Background: an optimization exercise with open tools, aiming at small area and a short achievable clock period. Do not read the settings as production practice.
Where RTL was checked, it was by simulation tests only, not by an equivalence proof against the original.
No activity file was given, so power comes from the tool's default toggle rates.

// frontend_top
module frontend_top (
    input  logic        clk,
    input  logic        rst_n,
    input  logic        inst_valid,
    input  logic [31:0] inst,
    input  logic [31:0] inst_pc,
    output logic        inst_ready,
    output logic        iss_valid,
    output logic [31:0] iss_pc,
    output logic [5:0]  iss_rob_idx,
    output logic [5:0]  iss_rd_p,
    output logic [5:0]  iss_rs1_p,
    output logic [5:0]  iss_rs2_p,
    output logic        iss_rs1_ready,
    output logic        iss_rs2_ready,
    output logic [1:0]  iss_fu,
    output logic [3:0]  iss_alu_op,
    output logic [31:0] iss_imm,
    output logic        iss_alu_src,
    output logic        iss_mem_read,
    output logic        iss_mem_write,
    output logic        iss_reg_write,
    output logic [1:0]  iss_mem_size,
    input  logic        iss_ready
);
==> flow/config.mk <==
export PLATFORM = sky130hd
export DESIGN_NAME = frontend_top
export DESIGN_NICKNAME = frontend_top
export VERILOG_FILES = /design/flow/design.v
export SDC_FILE = /design/flow/constraint.sdc
export NUM_CORES = 4
export LEC_CHECK = 0
export CAP_MARGIN = 20
export CORE_MARGIN = 2
export CORE_UTILIZATION = 40
export SETUP_SLACK_MARGIN = 3.8
export SLEW_MARGIN = 20
==> flow/constraint.sdc <==
create_clock -name core_clock -period 6.5 [get_ports {clk}]
set_input_delay 1.3000 -clock core_clock [delete_from_list [all_inputs] [get_ports {clk}]]
set_output_delay 1.3000 -clock core_clock [all_outputs]
set_load 0.01 [all_outputs]
run.sh (not shown) runs the stock make flow with config.mk's settings and CLKGATE_MAP_FILE= SYNTH_SCRIPT=/design/flow/synth_recipe.tcl, a recipe that flattens the netlist after the stock synthesis.
The starting point completed with no timing, DRC or antenna violations.
==> next run, changes <==
- SETUP_SLACK_MARGIN: 3.8 -> 0.3
Outcome:
- core utilization drops by 2.5 points
- routed wire length drops by 4.4%
- cell count drops by 3.2%
- worst hold slack improved by 4.2 ps
- synthesized cell count is unchanged
- die area is unchanged
- combinational power drops by 24%
No run of this note included a check of the RTL's function; only the layout flow was run.


v6:
frontend_top, a different RTL version from the one above (not shown whole).
For scale: roughly 170 I/O pins.
==> flow/design.v (excerpt) <==
module frontend_top (
    input  logic        clk,
    input  logic        rst_n,
    input  logic        inst_valid,
    input  logic [31:0] inst,
    input  logic [31:0] inst_pc,
    output logic        inst_ready,
    output logic        iss_valid,
    output logic [31:0] iss_pc,
    output logic [5:0]  iss_rob_idx,
    output logic [5:0]  iss_rd_p,
    output logic [5:0]  iss_rs1_p,
    output logic [5:0]  iss_rs2_p,
    output logic        iss_rs1_ready,
    output logic        iss_rs2_ready,
    output logic [1:0]  iss_fu,
    output logic [3:0]  iss_alu_op,
    output logic [31:0] iss_imm,
    output logic        iss_alu_src,
    output logic        iss_mem_read,
    output logic        iss_mem_write,
    output logic        iss_reg_write,
    output logic [1:0]  iss_mem_size,
    input  logic        iss_ready
);
Settings: LEC_CHECK=0, ABC_CLOCK_PERIOD_IN_PS=2000, CAP_MARGIN=20, CORE_MARGIN=2, CORE_UTILIZATION=65, CTS_CLUSTER_DIAMETER=100, CTS_CLUSTER_SIZE=25, SETUP_SLACK_MARGIN=4.0, SLEW_MARGIN=20; clock period 6.5 ns.
standard.sh (not shown) runs the stock make flow with config.mk's settings and CLKGATE_MAP_FILE= SYNTH_SCRIPT=/design/flow/synth_recipe.tcl, a recipe that flattens the netlist after the stock synthesis.
==> flow/flow/run.sh <==
#!/bin/bash
set -e
export BUFFER_PORTS_ARGS="-buffer_cell sky130_fd_sc_hd__buf_2"
bash standard.sh > standard.log 2>&1
### v6 -> v7
- CORE_UTILIZATION now 55, was 65
- ABC_CLOCK_PERIOD_IN_PS now 2500, was 2000
- SETUP_SLACK_MARGIN now 4.2, was 4.0
==> flow/run.sh (new file) <==
#!/bin/bash
# synth_recipe.tcl (not shown) runs the flow's synth.tcl, then flattens the netlist and writes it again
# the make line also repeats each setting of config.mk as NAME=value (left out here)
make -C /OpenROAD-flow-scripts/flow DESIGN_CONFIG=/design/flow/config.mk WORK_HOME=/design/flow/orfs CLKGATE_MAP_FILE= SYNTH_SCRIPT=/design/flow/synth_recipe.tcl finish
removed: flow/flow/run.sh
removed: flow/standard.sh
==> results.txt <==
Diff v7 and v6: via count higher in v7
Between v7 and v6, critical path depth is higher for v6, v7 comes in under that.
As of v7, non-clock buffer count had risen by more than a quarter compared to v6.
Note that the floorplan core area recorded for v6 amounts to 0.848 times the value seen in v7.
Changes observed in v7 relative to v6: number of global-route vias before repair shows an increase of 260, die area rose about 18%.
Compared with v6, in v7 transition time of the tightest slew-check pin decreased by 0.15 ns relative to the old numbers; TritonCTS buffer count up 1; smallest setup slack after layout decreased by 0.013 ns relative to the old numbers.


== JK ==
Another version of the RTL of frontend_top (not shown whole).
Size in the first run: about 1900 cells after synthesis, roughly 830 flip-flops, ~0.033 mm2 of cells after synthesis.
// frontend_top
module frontend_top (
    input  logic        clk,
    input  logic        rst_n,
    input  logic        inst_valid,
    input  logic [31:0] inst,
    input  logic [31:0] inst_pc,
    output logic        inst_ready,
    output logic        iss_valid,
    output logic [31:0] iss_pc,
    output logic [5:0]  iss_rob_idx,
    output logic [5:0]  iss_rd_p,
    output logic [5:0]  iss_rs1_p,
    output logic [5:0]  iss_rs2_p,
    output logic        iss_rs1_ready,
    output logic        iss_rs2_ready,
    output logic [1:0]  iss_fu,
    output logic [3:0]  iss_alu_op,
    output logic [31:0] iss_imm,
    output logic        iss_alu_src,
    output logic        iss_mem_read,
    output logic        iss_mem_write,
    output logic        iss_reg_write,
    output logic [1:0]  iss_mem_size,
    input  logic        iss_ready
);
export LEC_CHECK = 0
export ABC_CLOCK_PERIOD_IN_PS = 2000
export CAP_MARGIN = 20
export CORE_MARGIN = 2
export CORE_UTILIZATION = 55
export CTS_CLUSTER_DIAMETER = 100
export CTS_CLUSTER_SIZE = 25
export SETUP_SLACK_MARGIN = 3.9
export SLEW_MARGIN = 20
create_clock -name core_clock -period 6.5 [get_ports {clk}]
==> flow/flow/run.sh <==
#!/bin/bash
set -e
export BUFFER_PORTS_ARGS="-buffer_cell sky130_fd_sc_hd__buf_2"
bash standard.sh > standard.log 2>&1
Every stage of the flow completed for JK, and the final layout passed the timing, design-rule and antenna checks.
[inputs] MS vs JK
Settings: changing SETUP_SLACK_MARGIN from 3.9 to 4.2.
Notes after the runs:
Depth of the critical timing path with buffers and inverters included: MS > JK
Clock buffer instance count of the final layout: lower on JK
Between JK and MS, via count is lower for JK, MS comes in above that.
MS ends up with a worst reg2reg path depth that is 2 higher than in JK.
What MS reported for buffer count excluding the clock tree in the final layout has to be multiplied by 0.62 to get the figure for JK.
MS: portion of the clock cycle consumed by the worst path in the final layout lower than JK
The detailed-route wire length in MS sits about 4.7% above the value recorded for JK.
MS ends up with a design internal power that is 4.7% higher than in JK.


The RTL this note starts from:
==> flow/design.v <==
`timescale 1ns/1ns
`default_nettype none
module frontend_top (
    input  logic        clk,
    input  logic        rst_n,
    input  logic        inst_valid,
    input  logic [31:0] inst,
    input  logic [31:0] inst_pc,
    output logic        inst_ready,
    output logic        iss_valid,
    output logic [31:0] iss_pc,
    output logic [5:0]  iss_rob_idx,
    output logic [5:0]  iss_rd_p,
    output logic [5:0]  iss_rs1_p,
    output logic [5:0]  iss_rs2_p,
    output logic        iss_rs1_ready,
    output logic        iss_rs2_ready,
    output logic [1:0]  iss_fu,
    output logic [3:0]  iss_alu_op,
    output logic [31:0] iss_imm,
    output logic        iss_alu_src,
    output logic        iss_mem_read,
    output logic        iss_mem_write,
    output logic        iss_reg_write,
    output logic [1:0]  iss_mem_size,
    input  logic        iss_ready
);
    logic [6:0] opc;
    logic       c_r, c_i, c_l, c_s, c_u;
    assign opc = inst[6:0];
    assign c_r = (opc == 7'b0110011);
    assign c_i = (opc == 7'b0010011);
    assign c_l = (opc == 7'b0000011);
    assign c_s = (opc == 7'b0100011);
    assign c_u = (opc == 7'b0110111);
    logic        dv;
    logic        advance;
    logic        alloc;
    logic        enq;
    logic        iq_full;
    logic [5:0]  cnt;            
    typedef struct packed {
        logic [31:0] pc;
        logic [6:0]  f;
        logic [5:0]  a;
        logic [5:0]  b;
        logic [4:0]  lo;
        logic [3:0]  k;
        logic        rd;
    } ent_t;
    logic        in_needs, in_legal;
    logic        dv_n, needs_n, legal_n, full_n, cnt5_n, adv_n;
    logic        fe, pop, fc6;
    logic [3:0] in_k;
    logic [2:0] in_f3;
    logic       in_srai;
    assign in_f3   = inst[14:12];
    assign in_srai = (in_f3 == 3'b101) && (inst[31:26] == 6'b010000);
    always_comb begin
        if (c_l || c_s)
            in_k = {1'b1, c_s, 1'b0, in_f3 != 3'b000};
        else if (c_u)
            in_k = 4'b0101;
        else if (c_i)
            in_k = {2'b01, (in_f3 == 3'b110) ? 2'b10 : (in_srai ? 2'b11 : 2'b00)};
        else
            in_k = {3'b000, inst[31:25] == 7'd0 && in_f3 == 3'b100};
    end
    assign in_legal = c_r | c_i | c_l | c_s | c_u;
    assign in_needs = (c_r | c_i | c_l | c_u) && (inst[11:7] != 5'd0);
    logic nir, ld;
    assign inst_ready = !nir;
    assign dv_n    = ld ? inst_valid : dv;
    assign needs_n = ld ? in_needs : d.rd;
    assign legal_n = ld ? in_legal : d_legal;
    assign full_n  = !pop && (iq_full || (fc6 && enq));
    assign cnt5_n  = cnt[5] || (alloc && (&cnt[4:0]));
    assign adv_n   = dv_n && !full_n && (!cnt5_n || !needs_n);
    always_ff @(posedge clk or negedge rst_n) begin
        if (!rst_n) begin
            dv         <= 1'b0;
            advance    <= 1'b0;
            alloc      <= 1'b0;
            enq        <= 1'b0;
            iq_full    <= 1'b0;
            nir        <= 1'b0;
            ld         <= 1'b1;
        end else begin
            dv         <= dv_n;
            advance    <= adv_n;
            alloc      <= adv_n && needs_n;
            enq        <= adv_n && legal_n;
            iq_full    <= full_n;
            nir        <= dv_n && !adv_n;
            ld         <= !dv_n || adv_n;
        end
    end
    logic [31:0]  rn;            
    logic [159:0] rj_flat;       
    logic [4:0]   d_rd;          
    always_ff @(posedge clk or negedge rst_n) begin
        if (!rst_n)
            cnt <= 6'd0;
        else if (alloc)
            cnt <= cnt + 6'd1;
    end
    assign rn[0]         = 1'b0;     
    assign rj_flat[4:0]  = 5'd0;
    for (genvar g = 1; g < 32; g++) begin : g_rat
        logic       we;
        logic       rn_q;
        logic [4:0] rj_q;
        assign we = alloc && (d_rd == 5'(g));
        always_ff @(posedge clk or negedge rst_n) begin
            if (!rst_n)
                rn_q <= 1'b0;
            else if (we)
                rn_q <= 1'b1;
        end
        always_ff @(posedge clk) begin
            if (we) rj_q <= cnt[4:0];
        end
        assign rn[g]            = rn_q;
        assign rj_flat[g*5 +: 5] = rj_q;
    end
    function automatic logic [5:0] rat_rd(input logic [4:0] r, input logic [31:0] f,
                                         input logic [159:0] t, input logic nr);
        rat_rd = {f[r] && !nr, t[r*5 +: 5]};
    endfunction
    ent_t       d;
    logic       d_legal;
    logic       d_fw1, d_fw2;
    logic [4:0] d_rs1, d_rs2;    
    logic [4:0] last;            
    ent_t       in_e;
    logic [4:0] in_rs1, in_rs2;
    assign in_rs1 = inst[19:15];
    assign in_rs2 = inst[24:20];
    always_ff @(posedge clk) begin
        if (alloc) last <= cnt[4:0];
    end
    always_comb begin
        in_e.pc = inst_pc;
        in_e.f  = (c_r || (c_i && in_srai)) ? 7'd0 : inst[31:25];
        in_e.a  = rat_rd(in_rs1, rn, rj_flat, c_u);
        in_e.b  = rat_rd(in_rs2, rn, rj_flat, !(c_r || c_s));
        if (c_s)
            in_e.lo = inst[11:7];
        else if (c_i || c_l)
            in_e.lo = inst[24:20];
        else if (c_u)
            in_e.lo = {2'b00, in_f3};
        else
            in_e.lo = 5'd0;
        in_e.k  = in_k;
        in_e.rd = in_needs;
    end
    always_ff @(posedge clk) begin
        if (ld) begin
            d       <= in_e;
            d_rd    <= inst[11:7];
            d_rs1   <= in_rs1;
            d_rs2   <= in_rs2;
            d_legal <= in_legal;
            d_fw1   <= alloc && (d_rd == in_rs1) && !c_u;
            d_fw2   <= alloc && (d_rd == in_rs2) && (c_r || c_s);
        end
    end
    ent_t w;
    logic w_useb;                
    assign w_useb = (d.k[3] == d.k[2]) || (!d.k[3] && d.k[2] && d.k[1:0] == 2'b01);
    always_comb begin
        w   = d;
        w.a = d_fw1 ? {1'b1, last} : (d.a[5] ? d.a : {1'b0, d_rs1});
        w.b = !w_useb ? 6'd0 : (d_fw2 ? {1'b1, last} : (d.b[5] ? d.b : {1'b0, d_rs2}));
    end
    logic [60:0] q [7];          
    logic [6:0] wp, rp;          
    logic [2:0] fc;              
    logic       hv;              
    logic       refill, push;
    ent_t       qh;              
    ent_t       nx;              
    assign fc6     = (fc == 3'd6);
    assign refill  = !hv || iss_ready;
    assign pop     = iss_ready && !fe;
    assign push    = enq && !(refill && fe);
    always_comb begin
        qh = '0;
        for (int e = 0; e < 7; e++)
            if (rp[e]) qh = qh | q[e];
    end
    assign nx = fe ? w : qh;
    logic hv_n;
    assign hv_n = (hv && !(iss_ready && fe)) || enq;
    always_ff @(posedge clk or negedge rst_n) begin
        if (!rst_n) begin
            wp <= 7'd1;
            rp <= 7'd1;
            fc <= 3'd0;
            fe <= 1'b1;
            hv <= 1'b0;
        end else begin
            if (push) wp <= {wp[5:0], wp[6]};
            if (pop)  rp <= {rp[5:0], rp[6]};
            if (push && !pop) begin
                fc <= fc + 3'd1;
                fe <= 1'b0;
            end else if (pop && !push) begin
                fc <= fc - 3'd1;
                fe <= (fc == 3'd1);
            end
            hv <= hv_n;
        end
    end
    always_ff @(posedge clk) begin
        for (int e = 0; e < 7; e++)
            if (enq && wp[e]) q[e] <= w;
    end
    logic [5:0] rob;             
    logic       sel;             
    logic [5:0] rob_n;
    logic       sel_n;
    assign rob_n = hv ? rob + {5'd0, iss_rd_p[5]} : rob;
    assign sel_n = hv ? sel ^ !iss_fu[1] : sel;
    always_ff @(posedge clk or negedge rst_n) begin
        if (!rst_n) begin
            rob <= 6'd0;
            sel <= 1'b0;
        end else if (refill) begin
            rob <= rob_n;
            sel <= sel_n;
        end
    end
    logic [2:0] h_op;
    logic       h_msz;
    assign iss_rob_idx  = rob;
    assign iss_alu_op   = {1'b0, h_op};
    assign iss_mem_size = {h_msz, 1'b0};
    always_ff @(posedge clk or negedge rst_n) begin
        if (!rst_n)
            iss_valid <= 1'b0;
        else
            iss_valid <= hv_n;
    end
    logic nu;
    assign nu = !nx.k[3] && nx.k[2] && (nx.k[1:0] == 2'b01);
    always_ff @(posedge clk or negedge rst_n) begin
        if (!rst_n) begin
            iss_pc <= '0;
            iss_rd_p <= '0;
            iss_rs1_p <= '0;
            iss_rs2_p <= '0;
            iss_rs1_ready <= '0;
            iss_rs2_ready <= '0;
            iss_fu <= '0;
            h_op <= '0;
            iss_imm <= '0;
            iss_alu_src <= '0;
            iss_mem_read <= '0;
            iss_mem_write <= '0;
            iss_reg_write <= '0;
            h_msz <= '0;
        end else if (refill) begin
            iss_pc         <= nx.pc;
            iss_rd_p       <= nx.rd ? {1'b1, rob_n[4:0]} : 6'd0;
            iss_rs1_p      <= {nx.a[5], nx.a[4:0] & {5{!nu}}};
            iss_rs2_p      <= {nx.b[5], nx.b[4:0] & {5{!nu}}};
            iss_rs1_ready  <= !nx.a[5];
            iss_rs2_ready  <= !nx.b[5];
            iss_fu         <= nx.k[3] ? 2'd2 : {1'b0, sel_n};
            h_op           <= {nu, (nx.k[3] || nu) ? 2'b00 : nx.k[1:0]};
            iss_imm[31]    <= nx.f[6];
            iss_imm[30:25] <= nu ? nx.f[5:0]  : {6{nx.f[6]}};
            iss_imm[24:20] <= nu ? nx.b[4:0]  : {5{nx.f[6]}};
            iss_imm[19:15] <= nu ? nx.a[4:0]  : {5{nx.f[6]}};
            iss_imm[14:12] <= nu ? nx.lo[2:0] : {3{nx.f[6]}};
            iss_imm[11]    <= !nu && nx.f[6];
            iss_imm[10:5]  <= nu ? 6'd0 : nx.f[5:0];
            iss_imm[4:0]   <= nu ? 5'd0 : nx.lo;
            iss_alu_src    <= nx.k[3] || nx.k[2];
            iss_mem_read   <= nx.k[3] && !nx.k[2];
            iss_mem_write  <= nx.k[3] && nx.k[2];
            iss_reg_write  <= !(nx.k[3] && nx.k[2]);
            h_msz          <= !nx.k[3] || nx.k[0];
                end
    end
endmodule
`default_nettype wire
Settings: LEC_CHECK=0, ABC_CLOCK_PERIOD_IN_PS=2000, CAP_MARGIN=20, CORE_MARGIN=2, CORE_UTILIZATION=55, CTS_CLUSTER_DIAMETER=80, CTS_CLUSTER_SIZE=30, SETUP_SLACK_MARGIN=4.0, SLEW_MARGIN=20; clock period 6.5 ns.
Scripts as last shown in full above: flow/flow/run.sh
Edit:
Settings changed: CTS_CLUSTER_DIAMETER 80 to 100, CTS_CLUSTER_SIZE 30 to 25.
Routed wire length goes up by about 0.5%.
Utilization goes down by 0.16 points.
Flip-flop and latch count is unchanged.
Via count stays flat.
First-iteration DRC count goes up by 1.3%.
Clock skew goes down by 0.016 ns.
Total power goes down by about 1.5%.
Clock power goes down by about 5%.
Register-to-register slack got worse by 0.02 ns.

## afterwards: timing with drivers on the ports
In the flow no input, the clock included, has a driving cell. The finished layouts below were timed again as built, in two steps. Step 1, drivers: a clkbuf_16 drives clk and a buf_2 each remaining input, both assumed. Step 2, shift: input delay + t, output delay - t, t = (earliest + latest rising clock arrival at the registers) / 2. This alone moves slack from input paths to output paths. a / b / c = ideal / step 1 / step 2; a / b = the first two.
run	t, ns	setup WS [ns]	hold slack, ns	worst register clock-pin slew, ns	pins driven straight from the clock port
the first run of note 1	0.689	3.165 / 3.103 / 3.221	0.474 / 0.474 / 0.474	0.07 / 0.07	1
the second run of note 1	0.699	1.890 / 1.822 / 2.405	0.478 / 0.478 / 0.478	0.07 / 0.07	1
v6	0.653	3.785 / 3.616 / 2.962	0.476 / 0.476 / 0.476	0.10 / 0.10	1
v7	0.651	3.773 / 3.527 / 2.876	0.484 / 0.484 / 0.484	0.11 / 0.11	1
JK	0.654	3.906 / 3.803 / 3.149	0.469 / 0.469 / 0.469	0.11 / 0.11	1
MS	0.643	3.940 / 3.774 / 3.131	0.470 / 0.470 / 0.470	0.10 / 0.10	1
the first run of note 4	0.659	3.990 / 3.840 / 3.181	0.472 / 0.472 / 0.472	0.11 / 0.11	1
the second run of note 4	0.658	3.969 / 3.821 / 3.163	0.474 / 0.474 / 0.474	0.10 / 0.10	1
After both steps every run listed still meets setup and hold. The setup slack of v7, which loses most, moves by -0.246 ns with the drivers and by -0.897 ns with both steps.
